Context: an optimization exercise on an open-source flow, tuned for small area and a short achievable clock period. The choices shown serve that exercise and are no tape-out recipe.
Only simulation tests tie the RTL to the original design; equivalence was not proved.
No activity file was given, so power comes from the tool's default toggle rates.

==> v19 <==
==> flow/design.v (excerpt) <==
module axil_fetch (
	input  logic S_AXI_ACLK,
	input  logic fifo_reset,
	input  logic i_new_pc,
	input  fetch_pkg::addr_t i_pc,
	input  logic i_ready,
	output fetch_pkg::insn_t o_insn,
	output fetch_pkg::addr_t o_pc,
	output logic o_valid,
	output logic o_illegal,
	output logic M_AXI_ARVALID,
	input  logic M_AXI_ARREADY,
	output fetch_pkg::addr_t M_AXI_ARADDR,
	input  logic M_AXI_RVALID,
	output logic M_AXI_RREADY,
	input  fetch_pkg::bus_word_t M_AXI_RDATA,
	input  logic [1:0] M_AXI_RRESP
);
	fetch_pkg::axi_resp_e rresp;
	fetch_pkg::bus_word_t fifo_data;
	logic fifo_rd;
	logic rd_err;
	logic full_bus;
	logic flush_request;
	logic keep_beat;
	logic fifo_err;
	logic fifo_empty;
	logic word_taken;
	logic out_busy;
	assign M_AXI_RREADY = 1'b1;
	assign rresp = fetch_pkg::axi_resp_e'(M_AXI_RRESP);
	assign rd_err = (rresp == fetch_pkg::RESP_SLVERR) || (rresp == fetch_pkg::RESP_DECERR);
	flush_tracker u_flush (
		.S_AXI_ACLK(S_AXI_ACLK), .fifo_reset(fifo_reset), .i_new_pc(i_new_pc),
  ...
==> module sync_fifo, before the edit <==
module sync_fifo (
	input  logic S_AXI_ACLK,
	input  logic fifo_reset,
	input  logic i_flush,
	input  logic i_wr,
	input  fetch_pkg::bus_word_t i_data,
	input  logic i_err,
	input  logic i_rd,
	output fetch_pkg::bus_word_t o_data,
	output logic o_err,
	output logic o_empty
);
	localparam int DEPTH = fetch_pkg::FETCH_LIMIT - 1;
	localparam int BW = fetch_pkg::BUS_WIDTH;
	fetch_pkg::bus_word_t mem [DEPTH];
	logic [DEPTH-1:0] err_mem;
	logic [DEPTH-1:0] wr_sel;
	logic [DEPTH-1:0] wr_sel_next;
	logic [DEPTH-1:0] rd_sel;
	logic [DEPTH-1:0] rd_sel_next;
	logic [DEPTH-1:0] rd_next;
	logic [DEPTH-1:0] wr_en;
	logic nonempty;
	logic nonempty_next;
	logic slots_full_next;
	logic slots_full;
	logic six_used;
	logic [DEPTH-1:0] rd_skip6;
	logic rd_en;
	assign wr_sel = slots_full ? rd_sel : wr_en;
	assign o_empty = !nonempty;
	assign rd_en = i_rd && nonempty;
	assign rd_next = { rd_sel[DEPTH-2:0], rd_sel[DEPTH-1] };
	always_ff @(posedge S_AXI_ACLK)
	begin
		for (int i = 0; i < DEPTH; i++)
		begin
			if (wr_en[i])
			begin
				mem[i] <= i_data;
				err_mem[i] <= i_err;
			end
		end
	end
	always_comb
	begin
		wr_sel_next = wr_sel;
		rd_sel_next = rd_sel;
		nonempty_next = nonempty;
		if (fifo_reset || i_flush)
		begin
			wr_sel_next = DEPTH'(1);
			rd_sel_next = DEPTH'(1);
			nonempty_next = 1'b0;
		end
		else
		begin
			if (i_wr)
				wr_sel_next = { wr_sel[DEPTH-2:0], wr_sel[DEPTH-1] };
			if (rd_en)
				rd_sel_next = rd_next;
			if (i_wr)
				nonempty_next = 1'b1;
			else if (rd_en)
				nonempty_next = !(|(wr_sel & rd_next));
		end
	end
	assign rd_skip6 = { rd_sel[0], rd_sel[DEPTH-1:1] };
	assign six_used = nonempty && (|(wr_sel & rd_skip6));
	assign slots_full_next = !(fifo_reset || i_flush) && !rd_en
		&& (slots_full || (six_used && i_wr));
	always_ff @(posedge S_AXI_ACLK)
	begin
		rd_sel <= rd_sel_next;
		nonempty <= nonempty_next;
		slots_full <= slots_full_next;
		wr_en <= wr_sel_next & { DEPTH{!slots_full_next} };
	end
	always_comb
	begin
		o_data = '0;
		for (int i = 0; i < DEPTH; i++)
			o_data = o_data | ({ BW{rd_sel[i]} } & mem[i]);
		o_err = |(rd_sel & err_mem);
	end
endmodule
==> flow/config.mk <==
export PLATFORM = sky130hd
export DESIGN_NAME = axil_fetch
export DESIGN_NICKNAME = axil_fetch
export VERILOG_FILES = /design/flow/design.v
export SDC_FILE = /design/flow/constraint.sdc
export NUM_CORES = 4
export LEC_CHECK = 0
export CAP_MARGIN = 20
export CORE_MARGIN = 2
export CORE_UTILIZATION = 70
export PLACE_DENSITY = 0.8
export SETUP_SLACK_MARGIN = 2.0
export SLEW_MARGIN = 20
==> flow/constraint.sdc <==
create_clock -name core_clock -period 4.0 [get_ports {S_AXI_ACLK}]
set_input_delay 0.8000 -clock core_clock [delete_from_list [all_inputs] [get_ports {S_AXI_ACLK}]]
set_output_delay 0.8000 -clock core_clock [all_outputs]
set_load 0.01 [all_outputs]
standard.sh (not shown) runs the stock make flow with config.mk's settings and CLKGATE_MAP_FILE= SYNTH_SCRIPT=/design/flow/synth_recipe.tcl, a recipe that flattens the netlist after the stock synthesis.
==> flow/flow/run.sh <==
#!/bin/bash
# The standard layout, with the smallest buffer on the ports and a clock tree of larger
# sink clusters without dummy loads. make's full output goes to standard.log here, and
# each ORFS step keeps its own log under orfs/logs.
set -euo pipefail
bash standard.sh \
	"BUFFER_PORTS_ARGS=-buffer_cell sky130_fd_sc_hd__buf_1" \
	"CTS_ARGS=-sink_clustering_enable -repair_clock_nets -dont_use_dummy_load -sink_clustering_size 25 -sink_clustering_max_diameter 80" \
	finish > standard.log 2>&1
==> v2 (differences from v19) <==
--- a/flow/design.v
+++ b/flow/design.v
@@ -255,7 +255,6 @@
 	logic six_used;
 	logic [DEPTH-1:0] rd_skip6;
 	logic rd_en;
-	assign wr_sel = slots_full ? rd_sel : wr_en;
 	assign o_empty = !nonempty;
 	assign rd_en = i_rd && nonempty;
 	assign rd_next = { rd_sel[DEPTH-2:0], rd_sel[DEPTH-1] };
@@ -299,6 +298,7 @@
 		&& (slots_full || (six_used && i_wr));
 	always_ff @(posedge S_AXI_ACLK)
 	begin
+		wr_sel <= wr_sel_next;
 		rd_sel <= rd_sel_next;
 		nonempty <= nonempty_next;
 		slots_full <= slots_full_next;
Settings changed: CORE_UTILIZATION 70 to 60, PLACE_DENSITY 0.8 to 0.72.
==> qor summary <==
Status: v19 timing/DRC/antenna clean; v2 timing/DRC/antenna clean
Share of the yosys chip area belonging to registers: v19 69.4%; v2 69.7%
Utilization of the core after routing: v19 78.1%; v2 66.2%
Pre-Repair DR Iteration Count: v19 7; v2 5
Fraction of area in registers: v19 63.7%; v2 64.3%
Leakage power: v19 8.92 nW; v2 8.69 nW
Cell-internal power: v19 9.14 mW; v2 9.30 mW
CP max-delay cell: v19 sky130_fd_sc_hd__dfxtp_2; v2 sky130_fd_sc_hd__dfxtp_4
Row cnt: v19 69; v2 75
Clock tree buffer count of the final layout: v19 30; v2 34
Layout inverter count without the clock tree: v19 29; v2 30
Synth Area in XOR/XNOR: v19 1.49%; v2 1.79%
Critical Path Start: v19 u_unpack.o_pc[25]$_SDFFE_PP0P_; v2 u_unpack.o_pc[2]$_SDFFE_PP0P_
Area fraction in and, or, nand and nor cells after synthesis: v19 8.93%; v2 9.30%
Diode insertion count for antenna repair: v19 1; v2 5
Maximum clock rate: v19 505 MHz; v2 507 MHz
Multi-input gate count: v19 1075; v2 1073
Number of buffers created by CTS: v19 30; v2 34
Syn Std Cell Area: v19 0.0253 mm2; v2 0.0254 mm2

## port drivers added, routing unchanged
Ports are ideal in the flow. The routed layouts listed here were re-timed in OpenROAD. Step 1 assumes that a clkbuf_16 drives the clock port and a buf_2 every other input. Step 2 moves the port delays by t, midway between the first and last clock arrival at a register: inputs arrive t later, outputs are due t later. That takes back most of the time a late clock gives input paths. Three values: ideal ports, drivers, drivers and shift; two values: the first two.
| run | t (ns) | setup WS [ns] | worst setup path at the end | latest minus earliest clock arrival (ns) | worst register clock-pin slew, ns |
|---|---|---|---|---|---|
| v19 | 0.644 | 2.018 / 1.961 / 1.489 | input to register | 0.089 / 0.089 | 0.10 / 0.10 |
| v2 | 0.604 | 2.027 / 1.964 / 1.522 | input to register | 0.059 / 0.058 | 0.10 / 0.10 |
After both steps setup and hold are still met in every run listed. The setup slack of v19, which loses most, moves by -0.057 ns with the drivers and by -0.529 ns with both steps.
